Source: an optimization exercise on an open RTL-to-GDS flow (aim: small area and few clock cycles per item). Production flows keep margins and buffers that such runs may drop.
Where RTL was checked, it was by simulation tests only, not by an equivalence proof against the original.
Power is estimated from default activity; no workload was simulated.

==> inputs of try-ember <==
==> flow/design.v <==
package spq_pkg;
  localparam int Depth  = 16;
  localparam int DataW  = 32;
  localparam int PrioW  = 16;
  localparam int CountW = $clog2(Depth + 1);
  localparam logic [1:0] StInserted = 2'd0;
  localparam logic [1:0] StRemoved  = 2'd1;
  localparam logic [1:0] StEmpty    = 2'd2;
  localparam logic [1:0] StFull     = 2'd3;
  localparam logic OpInsert = 1'b0;
  localparam logic OpRemove = 1'b1;
endpackage
module spq_cell #(
  parameter logic [3:0] Init = 4'd0
) (
  input  logic        clk_i,
  input  logic        rst_ni,
  input  logic        wr_i,        
  input  logic [31:0] cmd_data_i,
  input  logic [15:0] cmd_prio_i,
  input  logic [4:0]  count_i,     
  input  logic        pend_i,      
  input  logic [4:0]  held_i,      
  input  logic [15:0] pend_prio_i,
  input  logic [3:0]  depth_i,     
  output logic        behind_o,    
  output logic        free_o,      
  output logic [31:0] data_o
);
  localparam int DataW = spq_pkg::DataW;
  localparam int PrioW = spq_pkg::PrioW;
  logic [3:0]       depth_q;
  logic [DataW-1:0] data_q;
  logic [PrioW-1:0] prio_q;
  logic             new_q;         
  logic             valid, free, ge;
  function automatic logic ge16(input logic [15:0] a, input logic [15:0] b);
    logic gt, eq;
    gt = 1'b0;
    eq = 1'b1;
    for (int i = 15; i >= 0; i--) begin
      gt = gt | (eq & a[i] & ~b[i]);
      eq = eq & ~(a[i] ^ b[i]);
    end
    ge16 = gt | eq;
  endfunction
  function automatic logic lt5(input logic [4:0] a, input logic [4:0] b);
    logic lt, eq;
    lt = 1'b0;
    eq = 1'b1;
    for (int i = 4; i >= 0; i--) begin
      lt = lt | (eq & ~a[i] & b[i]);
      eq = eq & ~(a[i] ^ b[i]);
    end
    lt5 = lt;
  endfunction
  function automatic logic [3:0] inc4(input logic [3:0] a);
    inc4 = {a[3] ^ (&a[2:0]), a[2] ^ (&a[1:0]), a[1] ^ a[0], ~a[0]};
  endfunction
  assign valid = lt5({1'b0, depth_q}, held_i);
  assign free  = (depth_q == count_i[3:0]);
  assign ge    = ge16(prio_q, pend_prio_i);
  always_ff @(posedge clk_i or negedge rst_ni) begin
    if (!rst_ni) begin
      depth_q <= Init;
    end else if (pend_i) begin
      if (new_q) depth_q <= depth_i;
      else if (valid && ge) depth_q <= inc4(depth_q);
    end
  end
  always_ff @(posedge clk_i) begin
    new_q <= wr_i && free;
    if (wr_i && free) begin
      data_q <= cmd_data_i;
      prio_q <= cmd_prio_i;
    end
  end
  assign behind_o = valid && !ge;
  assign free_o   = free;
  assign data_o   = data_q;
endmodule
module sorted_priority_queue_unit (
  input  logic              clk_i,
  input  logic              rst_ni,
  input  logic              start,
  output logic              busy,
  input  logic              operation_i,
  input  logic [31:0]       entry_data_i,
  input  logic [15:0]       entry_priority_i,
  output logic              done_o,
  output logic [31:0]       result_data_o,
  output logic [1:0]        status_o,
  output logic [4:0]        entry_count_o
);
  localparam int Depth = spq_pkg::Depth;
  localparam int DataW = spq_pkg::DataW;
  localparam int PrioW = spq_pkg::PrioW;
  localparam int CountW = spq_pkg::CountW;
  localparam logic [1:0] StInserted = spq_pkg::StInserted;
  localparam logic [1:0] StRemoved = spq_pkg::StRemoved;
  localparam logic [1:0] StEmpty = spq_pkg::StEmpty;
  localparam logic [1:0] StFull = spq_pkg::StFull;
  localparam logic OpInsert = spq_pkg::OpInsert;
  logic [Depth-1:0]       slot_behind, slot_free;
  logic [DataW-1:0]       slot_data [Depth];
  logic                   accept, full, empty, ins, rem;
  logic [CountW-1:0]      count_q, held;
  logic [3:0]             depth;
  logic                   done_q, removed_q, pend_q;
  logic [PrioW-1:0]       pend_prio_q;
  logic [1:0]             status_q, status_d;
  logic [DataW-1:0]       result;
  assign busy   = 1'b0;
  assign accept = start;
  assign full   = count_q[4];
  assign empty  = (count_q == '0);
  assign ins    = accept && (operation_i == OpInsert) && !full;
  assign rem    = accept && (operation_i != OpInsert) && !empty;
  assign held = count_q - CountW'(pend_q);
  for (genvar g = 0; g < Depth; g++) begin : g_slot
    spq_cell #(.Init(4'(g))) u_cell (
      .clk_i       (clk_i),
      .rst_ni      (rst_ni),
      .wr_i        (ins),
      .cmd_data_i  (entry_data_i),
      .cmd_prio_i  (entry_priority_i),
      .count_i     (count_q),
      .pend_i      (pend_q),
      .held_i      (held),
      .pend_prio_i (pend_prio_q),
      .depth_i     (depth),
      .behind_o    (slot_behind[g]),
      .free_o      (slot_free[g]),
      .data_o      (slot_data[g])
    );
  end
  always_comb begin
    depth = '0;
    for (int i = 0; i < Depth; i++) depth = depth + 4'(slot_behind[i]);
  end
  always_comb begin
    if (operation_i == OpInsert) status_d = full ? StFull : StInserted;
    else                         status_d = empty ? StEmpty : StRemoved;
  end
  always_ff @(posedge clk_i or negedge rst_ni) begin
    if (!rst_ni) begin
      count_q   <= '0;
      done_q    <= 1'b0;
      removed_q <= 1'b0;
      pend_q    <= 1'b0;
    end else begin
      done_q    <= accept;
      removed_q <= rem;
      pend_q    <= ins;
      if (ins)      count_q <= count_q + 1'b1;
      else if (rem) count_q <= count_q - 1'b1;
    end
  end
  always_ff @(posedge clk_i) begin
    pend_prio_q <= entry_priority_i;
    if (accept) status_q <= status_d;
  end
  always_comb begin
    result = '0;
    for (int i = 0; i < Depth; i++) begin
      if (slot_free[i]) result = result | slot_data[i];
    end
  end
  assign done_o        = done_q;
  assign result_data_o = removed_q ? result : '0;
  assign status_o      = status_q;
  assign entry_count_o = count_q;
endmodule
==> flow/run.sh <==
#!/bin/bash
# synth_recipe.tcl (not shown) runs the flow's synth.tcl, then flattens the netlist and writes it again
# the make line also repeats each setting of config.mk as NAME=value (left out here)
make -C /OpenROAD-flow-scripts/flow DESIGN_CONFIG=/design/flow/config.mk WORK_HOME=/design/flow/orfs CLKGATE_MAP_FILE= SYNTH_SCRIPT=/design/flow/synth_recipe.tcl finish
==> flow/config.mk <==
export PLATFORM = sky130hd
export DESIGN_NAME = sorted_priority_queue_unit
export DESIGN_NICKNAME = sorted_priority_queue_unit
export VERILOG_FILES = /design/flow/design.v
export SDC_FILE = /design/flow/constraint.sdc
export NUM_CORES = 4
export LEC_CHECK = 0
export CAP_MARGIN = 20
export CORE_MARGIN = 2
export CORE_UTILIZATION = 60
export CTS_BUF_LIST = sky130_fd_sc_hd__clkbuf_4 sky130_fd_sc_hd__clkbuf_8
export PLACE_DENSITY = 0.7
export SLEW_MARGIN = 20
==> flow/constraint.sdc <==
create_clock -name core_clock -period 5.0 [get_ports {clk_i}]
set_input_delay 1.0000 -clock core_clock [delete_from_list [all_inputs] [get_ports {clk_i}]]
set_output_delay 1.0000 -clock core_clock [all_outputs]
set_load 0.01 [all_outputs]
==> try-garnet: changes against try-ember <==
--- a/flow/design.v
+++ b/flow/design.v
@@ -22,6 +22,10 @@
   input  logic        pend_i,      
+  input  logic        pend2_i,     
   input  logic [4:0]  held_i,      
   input  logic [15:0] pend_prio_i,
+  input  logic        late_head_i,  
   input  logic [3:0]  depth_i,     
   output logic        behind_o,    
+  output logic        ahead_o,     
+  output logic        late_ahead_o,  
   output logic        free_o,      
@@ -35,12 +39,9 @@
   logic             new_q;         
-  logic             valid, free, ge;
+  logic             late_q;        
+  logic             late, valid, ge, ahead;
   function automatic logic ge16(input logic [15:0] a, input logic [15:0] b);
-    logic gt, eq;
-    gt = 1'b0;
-    eq = 1'b1;
-    for (int i = 15; i >= 0; i--) begin
-      gt = gt | (eq & a[i] & ~b[i]);
-      eq = eq & ~(a[i] ^ b[i]);
-    end
-    ge16 = gt | eq;
+    logic c;
+    c = 1'b1;
+    for (int i = 0; i < 16; i++) c = (a[i] & ~b[i]) | (a[i] & c) | (~b[i] & c);
+    ge16 = c;
   endfunction
@@ -60,4 +61,6 @@
   assign valid = lt5({1'b0, depth_q}, held_i);
-  assign free  = (depth_q == count_i[3:0]);
   assign ge    = ge16(prio_q, pend_prio_i);
+  assign ahead = pend_i && valid && ge;
+  assign late  = pend2_i && late_q;
+  assign free_o = (depth_q == count_i[3:0]) && !(late && !late_head_i);
   always_ff @(posedge clk_i or negedge rst_ni) begin
@@ -65,5 +68,4 @@
       depth_q <= Init;
-    end else if (pend_i) begin
-      if (new_q) depth_q <= depth_i;
-      else if (valid && ge) depth_q <= inc4(depth_q);
+    end else begin
+      depth_q <= late ? depth_i : (ahead ? inc4(depth_q) : depth_q);
     end
@@ -71,4 +73,5 @@
   always_ff @(posedge clk_i) begin
-    new_q <= wr_i && free;
-    if (wr_i && free) begin
+    new_q  <= wr_i && free_o;
+    late_q <= new_q;
+    if (wr_i && free_o) begin
       data_q <= cmd_data_i;
@@ -78,3 +81,4 @@
   assign behind_o = valid && !ge;
-  assign free_o   = free;
+  assign ahead_o  = ahead;
+  assign late_ahead_o = late && ahead;
   assign data_o   = data_q;
@@ -103,3 +107,3 @@
   localparam logic OpInsert = spq_pkg::OpInsert;
-  logic [Depth-1:0]       slot_behind, slot_free;
+  logic [Depth-1:0]       slot_behind, slot_ahead, slot_late_ahead, slot_free;
   logic [DataW-1:0]       slot_data [Depth];
@@ -107,4 +111,6 @@
   logic [CountW-1:0]      count_q, held;
-  logic [3:0]             depth;
-  logic                   done_q, removed_q, pend_q;
+  logic [Depth-1:0]       behind_q;
+  logic                   late_head_q;
+  logic [3:0]             depth, depth_inc, late_depth;
+  logic                   done_q, removed_q, pend_q, pend2_q;
   logic [PrioW-1:0]       pend_prio_q;
@@ -128,6 +134,10 @@
       .pend_i      (pend_q),
+      .pend2_i     (pend2_q),
       .held_i      (held),
       .pend_prio_i (pend_prio_q),
-      .depth_i     (depth),
+      .late_head_i (late_head_q),
+      .depth_i     (late_depth),
       .behind_o    (slot_behind[g]),
+      .ahead_o     (slot_ahead[g]),
+      .late_ahead_o (slot_late_ahead[g]),
       .free_o      (slot_free[g]),
@@ -137,5 +147,12 @@
   always_comb begin
-    depth = '0;
-    for (int i = 0; i < Depth; i++) depth = depth + 4'(slot_behind[i]);
+    logic [1:0] s2 [8];
+    logic [2:0] s4 [4];
+    logic [3:0] s8 [2];
+    for (int i = 0; i < 8; i++) s2[i] = {1'b0, behind_q[2*i]} + {1'b0, behind_q[2*i+1]};
+    for (int i = 0; i < 4; i++) s4[i] = {1'b0, s2[2*i]} + {1'b0, s2[2*i+1]};
+    for (int i = 0; i < 2; i++) s8[i] = {1'b0, s4[2*i]} + {1'b0, s4[2*i+1]};
+    depth = s8[0] + s8[1];
   end
+  assign depth_inc  = depth + 4'd1;
+  assign late_depth = (|slot_late_ahead) ? depth_inc : depth;
   always_comb begin
@@ -150,2 +167,3 @@
       pend_q    <= 1'b0;
+      pend2_q   <= 1'b0;
     end else begin
@@ -154,2 +172,3 @@
       pend_q    <= ins;
+      pend2_q   <= pend_q;
       if (ins)      count_q <= count_q + 1'b1;
@@ -160,3 +179,5 @@
     pend_prio_q <= entry_priority_i;
-    if (accept) status_q <= status_d;
+    behind_q    <= slot_behind;
+    late_head_q <= !(|slot_ahead);
+    status_q    <= status_d;
   end
==> flow/flow/run.sh (new file) <==
#!/bin/bash
# The standard layout (standard.sh), with two changes: clock tree synthesis
# inserts no dummy loads, and the port buffers are buf_1 cells.
set -euo pipefail
export CTS_ARGS="-sink_clustering_enable -repair_clock_nets -dont_use_dummy_load -sink_clustering_size 6 -sink_clustering_max_diameter 40 -buf_list {sky130_fd_sc_hd__clkbuf_2 sky130_fd_sc_hd__clkbuf_4}"
export BUFFER_PORTS_ARGS="-buffer_cell sky130_fd_sc_hd__buf_1"
bash standard.sh > standard.log 2>&1
==> flow/standard.sh (new file) <==
#!/bin/bash
# synth_recipe.tcl (not shown) runs the flow's synth.tcl, then flattens the netlist and writes it again
# the make line also repeats each setting of config.mk as NAME=value (left out here)
make -C /OpenROAD-flow-scripts/flow DESIGN_CONFIG=/design/flow/config.mk WORK_HOME=/design/flow/orfs CLKGATE_MAP_FILE= SYNTH_SCRIPT=/design/flow/synth_recipe.tcl "${@:-finish}"
- CTS_BUF_LIST: sky130_fd_sc_hd__clkbuf_4 sky130_fd_sc_hd__clkbuf_8 -> sky130_fd_sc_hd__clkbuf_2 sky130_fd_sc_hd__clkbuf_4
- CTS_CLUSTER_DIAMETER: default -> 40
- CTS_CLUSTER_SIZE: default -> 6
removed: flow/run.sh
==> try-delta: changes against try-ember <==
- CORE_UTILIZATION: 60 -> 40
- CTS_BUF_LIST: sky130_fd_sc_hd__clkbuf_4 sky130_fd_sc_hd__clkbuf_8 -> default
- PLACE_DENSITY: 0.7 -> 0.6
==> comparison <==
Of try-delta and try-garnet, try-garnet has the higher sequential power (gap about 6%, measured against try-garnet).
The highest clock-buffer cell count belongs to try-ember, the lowest to try-delta.
Of try-garnet and try-ember, try-ember has the higher via count (gap about 6.4%, measured against try-ember).
Total power: try-garnet < try-ember < try-delta.
The lowest maximum frequency belongs to try-delta, the highest to try-garnet.
Cell count: try-garnet < try-ember < try-delta.
In synthesized cell count, try-delta and try-ember do not differ.
Between try-garnet and try-delta, the lower first-iteration DRC count is in try-delta (gap 15%, measured against try-delta).
Die area: try-delta is larger than try-ember (49%).
Between try-ember and try-garnet, the lower register-to-register slack is in try-ember (gap 1.1 ns).
try-garnet completed without violations. try-delta produced a layout that fails on negative setup slack. try-ember completed, yet does not pass: negative setup slack.
==> figures <==
                                                                              try-garnet                                 try-ember                                 try-delta
Result of the run                                               timing/DRC/antenna clean                           failed layout checks                      failed layout checks
Layout check failures                                                                  -                      negative setup slack                      negative setup slack
Initial core utilization                                                           60.3%                                     60.5%                                     40.2%
LEAKAGE                                                                          13.8 nW                                   16.1 nW                                   16.1 nW
Number of cells traversed by the worst register-to-register path                      12                                        24                                        20
Combined area of the multi-input logic cells                                  0.0108 mm²                                0.0123 mm²                                0.0124 mm²
Height of the die                                                                 255 µm                                    256 µm                                    312 µm
Gate count after technology mapping                                                 2613                                      2712                                      2712
Worst hold path class                                             input port to register  input port to asynchronous set/reset pin  input port to asynchronous set/reset pin
Adder-cell share of the synthesized area                                           3.57%                                     4.69%                                     4.69%
Post-synthesis compound-gate area fraction                                         13.9%                                     13.7%                                     13.7%
Number of storage elements in the synthesis netlist                                  908                                       874                                       874
Share of cell area taken by muxes after synthesis                                  1.18%                                   0.0855%                                   0.0855%
Clock Sinks                                                                          908                                       874                                       874
Met2 Routed Length                                                              47100 µm                                  52800 µm                                  55600 µm
Maximum resistive drop on vdd                                                    1.38 mV                                   1.17 mV                                   1.66 mV
Critical path destination                                               result_data_o[3]               g_slot[2].u_cell.depth_q[2]              g_slot[13].u_cell.depth_q[1]
Final count of negative-setup-slack endpoints                                          0                                        49                                        53
Area grow syn2layout                                                               8.31%                                     20.7%                                     22.8%
Die footprint                                                                 0.0651 mm²                                0.0654 mm²                                0.0976 mm²
Maximum frequency from static timing analysis                                    204 MHz                                   181 MHz                                   179 MHz
Required arrival time at the worst endpoint                                      4.00 ns                                   5.67 ns                                   5.54 ns
Testbench counts of try-garnet, summed over its fixed seeds: cycles 24,008, requests 24,000.
Function not checked in try-ember and try-delta: the RTL went through the layout flow alone.

static timing again, ports no longer ideal:
The flow's constraints put no driver on any port. The routed layouts listed below were extracted and timed again, unchanged, in two steps. Step 1 sets driving cells, clkbuf_16 on the clock port and buf_2 on the other inputs (assumed; they add their load-dependent delay and slew). Step 2 moves the port delays by t, midway between the first and last clock arrival at a register: inputs arrive t later, outputs are due t later. That takes back most of the time a late clock gives input paths. Slacks: ideal ports / drivers / drivers and shift; pairs: ideal ports / drivers.
| run | t (ns) | setup WS [ns] | latest minus earliest clock arrival (ns) | worst slew at a driven data input, ns | pins driven straight from the clock port |
|---|---|---|---|---|---|
| try-ember | 0.851 | -0.528 / -0.528 / -0.528 | 0.036 / 0.035 | 0.09 | 1 |
| try-garnet | 1.057 | 0.090 / 0.027 / 0.573 | 0.164 / 0.164 | 0.11 | 1 |
| try-delta | 0.718 | -0.582 / -0.582 / -0.582 | 0.033 / 0.033 | 0.18 | 1 |
